Background: an optimization exercise with open tools, aiming at small area. Do not read the settings as production practice. In this exercise RTL edits were held to simulation tests only and were not proved equivalent to the original. Power figures rest on the tool's default switching activity, not on a simulated workload.

## run a
==> flow/design.v <==
package ub_pkg;
	typedef logic [7:0] byte_t;
	typedef logic [127:0] mem_word_t;
	typedef logic [26:0] mem_addr_t;
	typedef logic [2:0] bank_t;  
	typedef logic [13:0] row_t;  
	typedef logic [9:0] col_t;  
	typedef enum logic [2:0] {
		st_idle,  
		st_write_issue,  
		st_write_advance,  
		st_read_setup,  
		st_read_req,  
		st_read_wait,  
		st_read_send  
	} seq_state_t;
endpackage
`timescale 1ns/1ps
module uart_mem_bridge (
	input  logic         w_clk_div,
	input  logic         i_reset,
	input  logic         i_uart_rx,
	output logic         o_uart_tx,
	output logic         o_mem_cmd_en,
	output logic         o_mem_cmd_rd,
	output logic [2:0]   o_mem_bank,
	output logic [13:0]  o_mem_row,
	output logic [9:0]   o_mem_col,
	output logic [127:0] o_mem_wrdata,
	input  logic [127:0] i_mem_rddata,
	input  logic         i_mem_rddata_valid
);
	logic [1:0] r_sync;
	logic [3:0] r_rx_ph;
	logic [5:0] r_rx_cnt;
	logic [7:0] r_rx_sh;
	logic r_rx_valid;
	logic w_line;
	logic w_rx_tick;
	assign w_line = r_sync[1];
	assign w_rx_tick = (r_rx_cnt == 6'd53);
	always_ff @(posedge w_clk_div) begin
		if (i_reset) begin
			r_sync <= 2'b11;
			r_rx_ph <= 4'd1;
			r_rx_valid <= 1'b0;
		end else begin
			r_sync <= {r_sync[0], i_uart_rx};
			r_rx_valid <= 1'b0;
			if (r_rx_ph == 4'd1) begin
				if (!w_line)
					r_rx_ph <= 4'd7;  
			end else if (w_rx_tick) begin
				if (r_rx_ph == 4'd7 && w_line)
					r_rx_ph <= 4'd1;  
				else
					r_rx_ph <= r_rx_ph + 4'd1;  
				if (r_rx_ph == 4'd0)
					r_rx_valid <= w_line;  
			end
		end
	end
	always_ff @(posedge w_clk_div) begin
		if (r_rx_ph == 4'd1)
			r_rx_cnt <= 6'd27;  
		else if (w_rx_tick)
			r_rx_cnt <= 6'd0;
		else
			r_rx_cnt <= r_rx_cnt + 6'd1;
		if (r_rx_ph[3] && w_rx_tick)
			r_rx_sh <= {w_line, r_rx_sh[7:1]};
	end
	logic [3:0] r_fidx;  
	logic r_fv;
	logic [119:0] r_fbuf;  
	logic [127:0] w_frame;
	logic [1:0] r_cls;  
	logic [1:0] w_code;
	logic r_f_clr, r_f_rd, r_f_sa, r_ne_hi;
	logic [7:0] w_diff;
	assign w_frame = {r_fbuf, r_rx_sh};
	assign w_diff = r_rx_sh ^ r_fbuf[31:24];  
	assign w_code = (r_rx_sh == 8'h77) ? 2'd1 : (r_rx_sh == 8'h61) ? 2'd2 :
		(r_rx_sh == 8'h66) ? 2'd3 : 2'd0;
	assign r_f_clr = (r_cls == 2'd3);
	assign r_f_rd = (r_cls == 2'd1);
	assign r_f_sa = (r_cls == 2'd2);
	always_ff @(posedge w_clk_div) begin
		if (i_reset) begin
			r_fidx <= 4'd0;
			r_fv <= 1'b0;
		end else begin
			r_fv <= r_rx_valid && (r_fidx == 4'd15);
			if (r_rx_valid)
				r_fidx <= r_fidx + 4'd1;
		end
	end
	always_ff @(posedge w_clk_div) begin
		if (r_rx_valid) begin
			if (r_fidx != 4'd15)
				r_fbuf <= {r_fbuf[111:0], r_rx_sh};
			if (r_fidx == 4'd0)
				r_cls <= w_code;
			else if (w_code != r_cls && !(r_fidx[3] && r_cls != 2'd3))
				r_cls <= 2'd0;
			if (r_fidx == 4'd12)
				r_ne_hi <= |w_diff[2:0];
			else if (r_fidx != 4'd15)
				r_ne_hi <= r_ne_hi || (|w_diff);
		end
	end
	localparam logic [2:0] S_IDLE = 3'b000;
	localparam logic [2:0] S_W1   = 3'b001;
	localparam logic [2:0] S_W2   = 3'b010;  
	localparam logic [2:0] S_R1   = 3'b101;
	localparam logic [2:0] S_RC   = 3'b110;  
	localparam logic [2:0] S_RW   = 3'b111;  
	localparam logic [2:0] S_RS   = 3'b100;  
	logic [2:0] r_st;
	logic [26:0] r_addr;  
	logic [26:0] r_save;  
	logic [23:0] r_end;  
	logic r_lo_eq;  
	logic w_dec, w_is_read, w_go_word, w_go_ack, w_rd_step;
	logic [23:0] w_addr_inc;
	logic [3:0] r_tph;  
	logic [5:0] r_tcnt;
	logic [3:0] r_tidx;
	logic w_ttick;
	logic [127:0] r_ring;
	logic r_txbit;
	logic [2:0] w_next_k;
	localparam logic [7:0] lp_ack = 8'h8a;  
	assign w_dec = r_fv && (r_st == S_IDLE);
	assign w_is_read = r_f_rd && (r_ne_hi || (|w_diff));
	assign w_go_ack = w_dec && r_f_clr;
	assign w_go_word = r_st[2] && r_st[1] && i_mem_rddata_valid;
	assign w_ttick = (r_tcnt == 6'd53);
	assign w_rd_step = (r_st == S_RS) && (r_tph == 4'd1) && w_ttick;
	assign w_addr_inc = r_addr[26:3] + 24'd1;
	assign o_mem_cmd_en = r_st[1] && !r_st[0];
	assign o_mem_cmd_rd = r_st[2];
	assign {o_mem_bank, o_mem_row, o_mem_col} = r_addr;
	assign o_mem_wrdata = w_frame;
	logic w_rd_last;
	assign w_rd_last = (r_addr[26:3] == r_end) && r_lo_eq;
	always_ff @(posedge w_clk_div) begin
		if (i_reset)
			r_st <= S_IDLE;
		else begin
			case (r_st)
				S_IDLE: begin
					if (r_fv && !r_f_clr) begin
						if (w_is_read)
							r_st <= S_R1;
						else if (!r_f_sa)
							r_st <= S_W1;
					end
				end
				S_W1: r_st <= S_W2;
				S_W2: r_st <= S_IDLE;
				S_R1: r_st <= S_RC;
				S_RC, S_RW: begin
					if (i_mem_rddata_valid)
						r_st <= S_RS;
					else
						r_st <= S_RW;
				end
				S_RS: begin
					if (w_rd_step)
						r_st <= w_rd_last ? S_IDLE : S_R1;
				end
				default: r_st <= S_IDLE;
			endcase
		end
	end
	always_ff @(posedge w_clk_div) begin
		if (i_reset || (w_dec && r_f_clr))
			r_save <= '0;
		else if (w_dec && r_f_sa)
			r_save <= w_frame[26:0];
		else if (r_st == S_W2)
			r_save[26:3] <= w_addr_inc;
	end
	always_ff @(posedge w_clk_div) begin
		if (r_st == S_W1)
			r_addr <= r_save;
		else if (w_dec && w_is_read)
			r_addr <= w_frame[58:32];
		else if (w_rd_step)
			r_addr[26:3] <= w_addr_inc;
	end
	always_ff @(posedge w_clk_div) begin
		if (w_dec && !r_f_clr && w_is_read) begin
			r_end <= w_frame[26:3];
			r_lo_eq <= !(|w_diff[2:0]);
		end
	end
	logic w_rclr;
	assign w_rclr = (r_tph == 4'd2) || (r_tph == 4'd1) || (r_tph == 4'd0 && r_tidx == 4'd0);
	always_ff @(posedge w_clk_div) begin
		for (int k = 0; k < 8; k++)
			for (int p = 0; p < 16; p++) begin
				if (p == 0)
					r_ring[k*16] <= (!r_ring[k*16 + 15] && !w_rclr) ||
						(w_go_word && i_mem_rddata[8*(15 - ((p + 8 + 6*k) % 16)) + k]);
				else if (p % 2 == 1)
					r_ring[k*16 + p] <= !(r_ring[k*16 + p - 1] ||
						(w_go_word && i_mem_rddata[8*(15 - ((p + 8 + 6*k) % 16)) + k]));
				else
					r_ring[k*16 + p] <= !r_ring[k*16 + p - 1] ||
						(w_go_word && i_mem_rddata[8*(15 - ((p + 8 + 6*k) % 16)) + k]);
			end
	end
	assign w_next_k = r_tph[2:0] + 3'd1;
	always_ff @(posedge w_clk_div) begin
		if (w_ttick && (r_tph == 4'd7 || (r_tph[3] && r_tph[2:0] != 3'd7)))
			r_txbit <= (r_st == S_RS) ? r_ring[{w_next_k, 4'd0}] : lp_ack[w_next_k];
	end
	always_ff @(posedge w_clk_div) begin
		if (i_reset)
			r_tph <= 4'd2;
		else if (w_go_word || w_go_ack)
			r_tph <= 4'd6;
		else if (r_tph != 4'd2 && w_ttick) begin
			if (r_tph == 4'd0 && r_tidx != 4'd0)
				r_tph <= 4'd6;  
			else
				r_tph <= r_tph + 4'd1;
		end
	end
	always_ff @(posedge w_clk_div) begin
		if (w_go_word || w_go_ack) begin
			r_tcnt <= 6'd51;  
			r_tidx <= w_go_ack ? 4'd0 : 4'd15;
		end else if (w_ttick) begin
			if (r_tph == 4'd0) begin
				if (r_tidx != 4'd0) begin
					r_tcnt <= 6'd51;
					r_tidx <= r_tidx - 4'd1;
				end else
					r_tcnt <= 6'd52;  
			end else
				r_tcnt <= 6'd0;
		end else
			r_tcnt <= r_tcnt + 6'd1;
	end
	assign o_uart_tx = (r_tph != 4'd7) && !(r_tph[3] && !r_txbit);
endmodule
export LEC_CHECK = 0
export CAP_MARGIN = 0
export CORE_MARGIN = 2
export CORE_UTILIZATION = 65
export SLEW_MARGIN = 0
create_clock -name core_clock -period 6.2 [get_ports {w_clk_div}]
standard.sh (not shown) runs the stock make flow with config.mk's settings and CLKGATE_MAP_FILE= SYNTH_SCRIPT=/design/flow/synth_recipe.tcl, a recipe that flattens the netlist after the stock synthesis.
==> flow/flow/run.sh <==
#!/bin/bash
# Standard ORFS layout (the standard.sh, unchanged synthesis, floorplan,
# power grid and routing) with two knobs the flow scripts read from the
# environment: the smallest buffer for the port buffers, and a clock tree
# without dummy loads built from small clock buffers.
set -euo pipefail
export BUFFER_PORTS_ARGS="-buffer_cell sky130_fd_sc_hd__buf_1"
export CTS_ARGS="-sink_clustering_enable -repair_clock_nets -dont_use_dummy_load -buf_list {sky130_fd_sc_hd__clkbuf_8 sky130_fd_sc_hd__clkbuf_16} -sink_clustering_buffer sky130_fd_sc_hd__clkbuf_8 -sink_clustering_size 20 -sink_clustering_max_diameter 60"
bash standard.sh finish > make_finish.log 2>&1
Edits applied to the flow inputs when going from run a to run b:
-- flow/design.v --
<<< run a, line 77
	logic [1:0] r_cls;  
	logic [1:0] w_code;
	logic r_f_clr, r_f_rd, r_f_sa, r_ne_hi;
	logic [7:0] w_diff;
	assign w_frame = {r_fbuf, r_rx_sh};
>>> run b, line 77
	logic [1:0] r_cls;  
	logic [1:0] w_code;
	logic r_f_clr, r_f_rd, r_f_sa, r_ne_hi, r_ne_lo;
	logic [7:0] w_diff;
	assign w_frame = {r_fbuf, r_rx_sh};
<<< run a, line 104
			else if (w_code != r_cls && !(r_fidx[3] && r_cls != 2'd3))
				r_cls <= 2'd0;
			if (r_fidx == 4'd12)
				r_ne_hi <= |w_diff[2:0];
			else if (r_fidx != 4'd15)
				r_ne_hi <= r_ne_hi || (|w_diff);
		end
	end
>>> run b, line 104
			else if (w_code != r_cls && !(r_fidx[3] && r_cls != 2'd3))
				r_cls <= 2'd0;
			r_ne_lo <= |w_diff[2:0];
			if (r_fidx == 4'd12)
				r_ne_hi <= |w_diff[2:0];
			else
				r_ne_hi <= r_ne_hi || (|w_diff[7:3]) || (r_fidx != 4'd15 && |w_diff[2:0]);
		end
	end
<<< run a, line 133
	localparam logic [7:0] lp_ack = 8'h8a;  
	assign w_dec = r_fv && (r_st == S_IDLE);
	assign w_is_read = r_f_rd && (r_ne_hi || (|w_diff));
	assign w_go_ack = w_dec && r_f_clr;
	assign w_go_word = r_st[2] && r_st[1] && i_mem_rddata_valid;
>>> run b, line 134
	localparam logic [7:0] lp_ack = 8'h8a;  
	assign w_dec = r_fv && (r_st == S_IDLE);
	assign w_is_read = r_f_rd && (r_ne_hi || r_ne_lo);
	assign w_go_ack = w_dec && r_f_clr;
	assign w_go_word = r_st[2] && r_st[1] && i_mem_rddata_valid;
<<< run a, line 194
		if (w_dec && !r_f_clr && w_is_read) begin
			r_end <= w_frame[26:3];
			r_lo_eq <= !(|w_diff[2:0]);
		end
	end
	logic w_rclr;
	assign w_rclr = (r_tph == 4'd2) || (r_tph == 4'd1) || (r_tph == 4'd0 && r_tidx == 4'd0);
	always_ff @(posedge w_clk_div) begin
		for (int k = 0; k < 8; k++)
			for (int p = 0; p < 16; p++) begin
				if (p == 0)
					r_ring[k*16] <= (!r_ring[k*16 + 15] && !w_rclr) ||
						(w_go_word && i_mem_rddata[8*(15 - ((p + 8 + 6*k) % 16)) + k]);
				else if (p % 2 == 1)
					r_ring[k*16 + p] <= !(r_ring[k*16 + p - 1] ||
						(w_go_word && i_mem_rddata[8*(15 - ((p + 8 + 6*k) % 16)) + k]));
				else
					r_ring[k*16 + p] <= !r_ring[k*16 + p - 1] ||
						(w_go_word && i_mem_rddata[8*(15 - ((p + 8 + 6*k) % 16)) + k]);
			end
	end
	assign w_next_k = r_tph[2:0] + 3'd1;
	always_ff @(posedge w_clk_div) begin
		if (w_ttick && (r_tph == 4'd7 || (r_tph[3] && r_tph[2:0] != 3'd7)))
			r_txbit <= (r_st == S_RS) ? r_ring[{w_next_k, 4'd0}] : lp_ack[w_next_k];
	end
	always_ff @(posedge w_clk_div) begin
>>> run b, line 195
		if (w_dec && !r_f_clr && w_is_read) begin
			r_end <= w_frame[26:3];
			r_lo_eq <= !r_ne_lo;
		end
	end
	always_ff @(posedge w_clk_div) begin
		for (int k = 0; k < 8; k++)
			for (int p = 0; p < 16; p++)
				r_ring[k*16 + p] <= !(w_go_word ?
					i_mem_rddata[8*(15 - ((p + 8 + 6*k) % 16)) + k] :
					r_ring[k*16 + (p + 15) % 16]);
	end
	assign w_next_k = r_tph[2:0] + 3'd1;
	always_ff @(posedge w_clk_div) begin
		if (w_ttick && (r_tph == 4'd7 || (r_tph[3] && r_tph[2:0] != 3'd7)))
			r_txbit <= (r_st == S_RS) ? r_ring[{w_next_k, 4'd0}] ^ r_tidx[0] : lp_ack[w_next_k];
	end
	always_ff @(posedge w_clk_div) begin
- Per the comparison of run b with run a, sequential power moved up; layout clock buffer count moved up; instance count on the critical path shows a reduction of 1; non-clock buffer count +about 0.34%; clock share of power down 0.5 points.
- Proportion of power drawn by combinational gates was lower in run a than in run b.
- Die size: run b exceeds run a
- Compare run a and run b | vias per cell lower: run a

[static timing again, ports no longer ideal]
Ports are ideal in the flow. The routed layouts listed here were re-timed in OpenROAD.
Step 1 (the two cells are an assumption about what drives the block):
set clk [get_ports {w_clk_div}]
set_driving_cell -lib_cell sky130_fd_sc_hd__clkbuf_16 $clk
set_driving_cell -lib_cell sky130_fd_sc_hd__buf_2 [delete_from_list [all_inputs] $clk]
Step 2 times the ports against the registers' clock, not the clock port: input delays grow and output delays shrink by t, the midpoint of the rising clock arrivals with the driver on.
Slacks: no drivers / after step 1 / after step 2; pairs: no drivers / after step 1.
| run | t, ns | setup slack, ns | hold slack, ns | worst setup path at the end | pins driven straight from the clock port |
|---|---|---|---|---|---|
| run a | 0.549 | 2.867 / 2.867 / 2.867 | 0.364 / 0.364 / 0.364 | register to register | 1 |
| run b | 0.550 | 3.312 / 3.312 / 3.312 | 0.377 / 0.377 / 0.377 | register to register | 1 |
After both steps setup and hold are still met in every run listed.
